Source: an optimization exercise on an open RTL-to-GDS flow (aim: small area and a short achievable clock period). Production flows keep margins and buffers that such runs may drop. Only simulation tests tie the RTL to the original design; equivalence was not proved. The clock input has no modelled driver; a real chip could not lean on it and would need a root buffer or a full tree. Power and IR drop assume default switching activity.

// fifo_wc_sync
module fifo_wc_sync (
  input  logic        clk,
  input  logic        rst_n,
  input  logic        w_req,
  input  logic [63:0] data_i,
  output logic        full,
  input  logic        r_req,
  output logic [31:0] data_o,
  output logic        empty,
  output logic [5:0]  w_cnt,
  output logic [6:0]  r_cnt,
  output logic        ovf,
  output logic        udf
);
  logic [5:0]  wp_q, w1_q, ws_q, r1_q, rs_q;
  logic [6:0]  rp_q;
  logic        full_q, empty_q, ovf_q, udf_q;
  logic [5:0]  w_cnt_q;
  logic [6:0]  r_cnt_q;
  logic [31:0] data_o_q;
  logic        can_push_q, can_pop_q;
  logic [5:0]  wdiff_q;
  logic [6:0]  rdiff_q;
  logic push, pop;
  assign push = w_req && can_push_q;
  assign pop  = r_req && can_pop_q;
  logic rs_step, ws_step;
  assign rs_step = r1_q[0] ^ rs_q[0];
  assign ws_step = w1_q[0] ^ ws_q[0];
  logic [5:0] wdiff_inc;
  logic [6:0] rdiff_dec;
  assign wdiff_inc = wdiff_q + 6'd1;
  assign rdiff_dec = rdiff_q - 7'd1;
  logic [5:0] wdiff_n0, wdiff_n1;
  logic [6:0] rdiff_n0, rdiff_n1;
  assign wdiff_n0 = wdiff_q   - {5'd0, rs_step};
  assign wdiff_n1 = wdiff_inc - {5'd0, rs_step};
  assign rdiff_n0 = rdiff_q   + {5'd0, ws_step, 1'b0};
  assign rdiff_n1 = rdiff_dec + {5'd0, ws_step, 1'b0};
  logic full_n0, full_n1, empty_n0, empty_n1;
  assign full_n0  = (wdiff_q == 6'd32);
  assign full_n1  = (wdiff_q == 6'd31);
  assign empty_n0 = (rdiff_q == 7'd0);
  assign empty_n1 = (rdiff_q == 7'd1);
  logic [31:0] rd_word;
  always_ff @(posedge clk) begin
    if (!rst_n) begin
      wp_q       <= '0;
      rp_q       <= '0;
      w1_q       <= '0;
      ws_q       <= '0;
      r1_q       <= '0;
      rs_q       <= '0;
      wdiff_q    <= '0;
      rdiff_q    <= '0;
      can_push_q <= 1'b1;
      can_pop_q  <= 1'b0;
      full_q     <= 1'b0;
      empty_q    <= 1'b1;
      w_cnt_q    <= '0;
      r_cnt_q    <= '0;
      ovf_q      <= 1'b0;
      udf_q      <= 1'b0;
      data_o_q   <= '0;
    end else begin
      wp_q       <= wp_q + {5'd0, push};
      rp_q       <= rp_q + {6'd0, pop};
      w1_q       <= wp_q;
      ws_q       <= w1_q;
      r1_q       <= rp_q[6:1];
      rs_q       <= r1_q;
      wdiff_q    <= push ? wdiff_n1 : wdiff_n0;
      rdiff_q    <= pop ? rdiff_n1 : rdiff_n0;
  ...
==> module fifo_wc_sync, before the edit <==
module fifo_wc_sync (
  input  logic        clk,
  input  logic        rst_n,
  input  logic        w_req,
  input  logic [63:0] data_i,
  output logic        full,
  input  logic        r_req,
  output logic [31:0] data_o,
  output logic        empty,
  output logic [5:0]  w_cnt,
  output logic [6:0]  r_cnt,
  output logic        ovf,
  output logic        udf
);
  logic [5:0]  wp_q, w1_q, ws_q, r1_q, rs_q;
  logic [6:0]  rp_q;
  logic        full_q, empty_q, ovf_q, udf_q;
  logic [5:0]  w_cnt_q;
  logic [6:0]  r_cnt_q;
  logic [31:0] data_o_q;
  logic        can_push_q, can_pop_q;
  logic [5:0]  wdiff_q;
  logic [6:0]  rdiff_q;
  logic push, pop;
  assign push = w_req && can_push_q;
  assign pop  = r_req && can_pop_q;
  logic rs_step, ws_step;
  assign rs_step = r1_q[0] ^ rs_q[0];
  assign ws_step = w1_q[0] ^ ws_q[0];
  logic [5:0] wdiff_inc;
  logic [6:0] rdiff_dec;
  assign wdiff_inc = wdiff_q + 6'd1;
  assign rdiff_dec = rdiff_q - 7'd1;
  logic [5:0] wdiff_n0, wdiff_n1;
  logic [6:0] rdiff_n0, rdiff_n1;
  assign wdiff_n0 = wdiff_q   - {5'd0, rs_step};
  assign wdiff_n1 = wdiff_inc - {5'd0, rs_step};
  assign rdiff_n0 = rdiff_q   + {5'd0, ws_step, 1'b0};
  assign rdiff_n1 = rdiff_dec + {5'd0, ws_step, 1'b0};
  logic full_n0, full_n1, empty_n0, empty_n1;
  assign full_n0  = (wdiff_q == 6'd32);
  assign full_n1  = (wdiff_q == 6'd31);
  assign empty_n0 = (rdiff_q == 7'd0);
  assign empty_n1 = (rdiff_q == 7'd1);
  logic [31:0] rd_word;
  always_ff @(posedge clk) begin
    if (!rst_n) begin
      wp_q       <= '0;
      rp_q       <= '0;
      w1_q       <= '0;
      ws_q       <= '0;
      r1_q       <= '0;
      rs_q       <= '0;
      wdiff_q    <= '0;
      rdiff_q    <= '0;
      can_push_q <= 1'b1;
      can_pop_q  <= 1'b0;
      full_q     <= 1'b0;
      empty_q    <= 1'b1;
      w_cnt_q    <= '0;
      r_cnt_q    <= '0;
      ovf_q      <= 1'b0;
      udf_q      <= 1'b0;
      data_o_q   <= '0;
    end else begin
      wp_q       <= wp_q + {5'd0, push};
      rp_q       <= rp_q + {6'd0, pop};
      w1_q       <= wp_q;
      ws_q       <= w1_q;
      r1_q       <= rp_q[6:1];
      rs_q       <= r1_q;
      wdiff_q    <= push ? wdiff_n1 : wdiff_n0;
      rdiff_q    <= pop ? rdiff_n1 : rdiff_n0;
      can_push_q <= push ? !full_n1 : !full_n0;
      can_pop_q  <= pop ? !empty_n1 : !empty_n0;
      full_q     <= push ? full_n1 : full_n0;
      empty_q    <= pop ? empty_n1 : empty_n0;
      w_cnt_q    <= push ? wdiff_inc : wdiff_q;
      r_cnt_q    <= pop ? rdiff_dec : rdiff_q;
      ovf_q      <= ovf_q || (w_req && !can_push_q);
      udf_q      <= udf_q || (r_req && !can_pop_q);
      if (pop) data_o_q <= rd_word;
    end
  end
  logic [31:0] row_we_q;
  logic [4:0]  wrow_inc;
  assign wrow_inc = wp_q[4:0] + 5'd1;
  always_ff @(posedge clk) begin
    if (!rst_n) row_we_q <= 32'd1;
    else if (push) row_we_q <= full_n1 ? 32'd0 : (32'd1 << wrow_inc);
    else           row_we_q <= full_n0 ? 32'd0 : (32'd1 << wp_q[4:0]);
  end
  logic [31:0] lane_q [64];
  for (genvar j = 0; j < 32; j++) begin : g_row
    always_ff @(posedge clk) begin
      if (rst_n && w_req && row_we_q[j]) begin
        lane_q[2*j]   <= data_i[31:0];
        lane_q[2*j+1] <= data_i[63:32];
      end
    end
  end
  logic [63:0] rsel_q;
  always_ff @(posedge clk) begin
    if (!rst_n)   rsel_q <= 64'd1;
    else if (pop) rsel_q <= {rsel_q[62:0], rsel_q[63]};
  end
  always_comb begin
    rd_word = '0;
    for (int i = 0; i < 64; i++)
      rd_word = rd_word | (lane_q[i] & {32{rsel_q[i]}});
  end
  assign full   = full_q;
  assign empty  = empty_q;
  assign w_cnt  = w_cnt_q;
  assign r_cnt  = r_cnt_q;
  assign data_o = data_o_q;
  assign ovf    = ovf_q;
  assign udf    = udf_q;
endmodule
Settings: LEC_CHECK=0, CAP_MARGIN=20, CORE_MARGIN=2, CORE_UTILIZATION=65, SETUP_SLACK_MARGIN=3.0, SLEW_MARGIN=20; clock period 5.0 ns.
standard.sh (not shown) runs the stock make flow with config.mk's settings and CLKGATE_MAP_FILE= SYNTH_SCRIPT=/design/flow/synth_recipe.tcl, a recipe that flattens the netlist after the stock synthesis.
==> flow/flow/run.sh <==
#!/bin/bash
# The standard layout, with three changes: port buffers of a fixed strong cell, free cell
# resizing (sizing may change a cell's footprint), and a hand-built two-level clock tree
# (flow/cts_tree.tcl, 4 roots, 24 leaves each, all clkbuf_16) in place of TritonCTS.
set -euo pipefail
export CTS_TREE_ROOT=sky130_fd_sc_hd__clkbuf_16
export CTS_TREE_LEAF=sky130_fd_sc_hd__clkbuf_16
export CTS_TREE_NET=clk
export CTS_TREE_LEAVES=24
bash standard.sh MATCH_CELL_FOOTPRINT=0 \
  "BUFFER_PORTS_ARGS=-buffer_cell sky130_fd_sc_hd__buf_4" \
  "PRE_CTS_TCL=$PWD/flow/cts_tree.tcl" finish > standard.log 2>&1
Other scripts of this flow, unchanged in this note and not shown: flow/flow/cts_tree.tcl, flow/flow/outbuf.tcl
Next try:
--- a/flow/design.v
+++ b/flow/design.v
@@ -96,7 +96,7 @@
   logic [31:0] lane_q [64];
   for (genvar j = 0; j < 32; j++) begin : g_row
     always_ff @(posedge clk) begin
-      if (rst_n && w_req && row_we_q[j]) begin
+      if (row_we_q[j]) begin
         lane_q[2*j]   <= data_i[31:0];
         lane_q[2*j+1] <= data_i[63:32];
       end
Effect: Cell count drops by a few percent; power is about the same; sequential power is about the same; wire length goes down by a few percent; fmax is higher slightly; sequential share of layout area grows by 1.8 points; cell area falls by a few percent; die area goes down slightly; combinational power is lower by roughly a tenth; hold slack loses 4.3 ps; setup slack gains 7.2 ps; via count fell by a few percent; register-to-register slack gains 40 ps.
No run of this note takes its clock network from TritonCTS; it comes from the design's own scripts or RTL.

==> re-timing with driven ports <==
Ports are ideal in the flow. The routed layouts listed here were re-timed in OpenROAD. Step 1 (the two cells are an assumption about what drives the block):
set clk [get_ports {clk}]
set_driving_cell -lib_cell sky130_fd_sc_hd__clkbuf_16 $clk
set_driving_cell -lib_cell sky130_fd_sc_hd__buf_2 [delete_from_list [all_inputs] $clk]
Step 2 moves the port delays by t, midway between the first and last clock arrival at a register: inputs arrive t later, outputs are due t later. That takes back most of the time a late clock gives input paths. Three values: no drivers, after step 1, after step 2; two values: the first two.
run | shift t [ns] | setup slack, ns | latest minus earliest clock arrival (ns) | worst register clock-pin slew, ns | pins driven straight from the clock port
the first run | 0.799 | 2.848 / 2.666 / 2.133 | 0.031 / 0.031 | 0.10 / 0.10 | 4
the second run | 0.797 | 2.855 / 2.672 / 2.285 | 0.032 / 0.032 | 0.10 / 0.10 | 4
After both steps setup and hold are still met in every run listed. The setup slack of the first run, which loses most, moves by -0.182 ns with the drivers and by -0.715 ns with both steps.
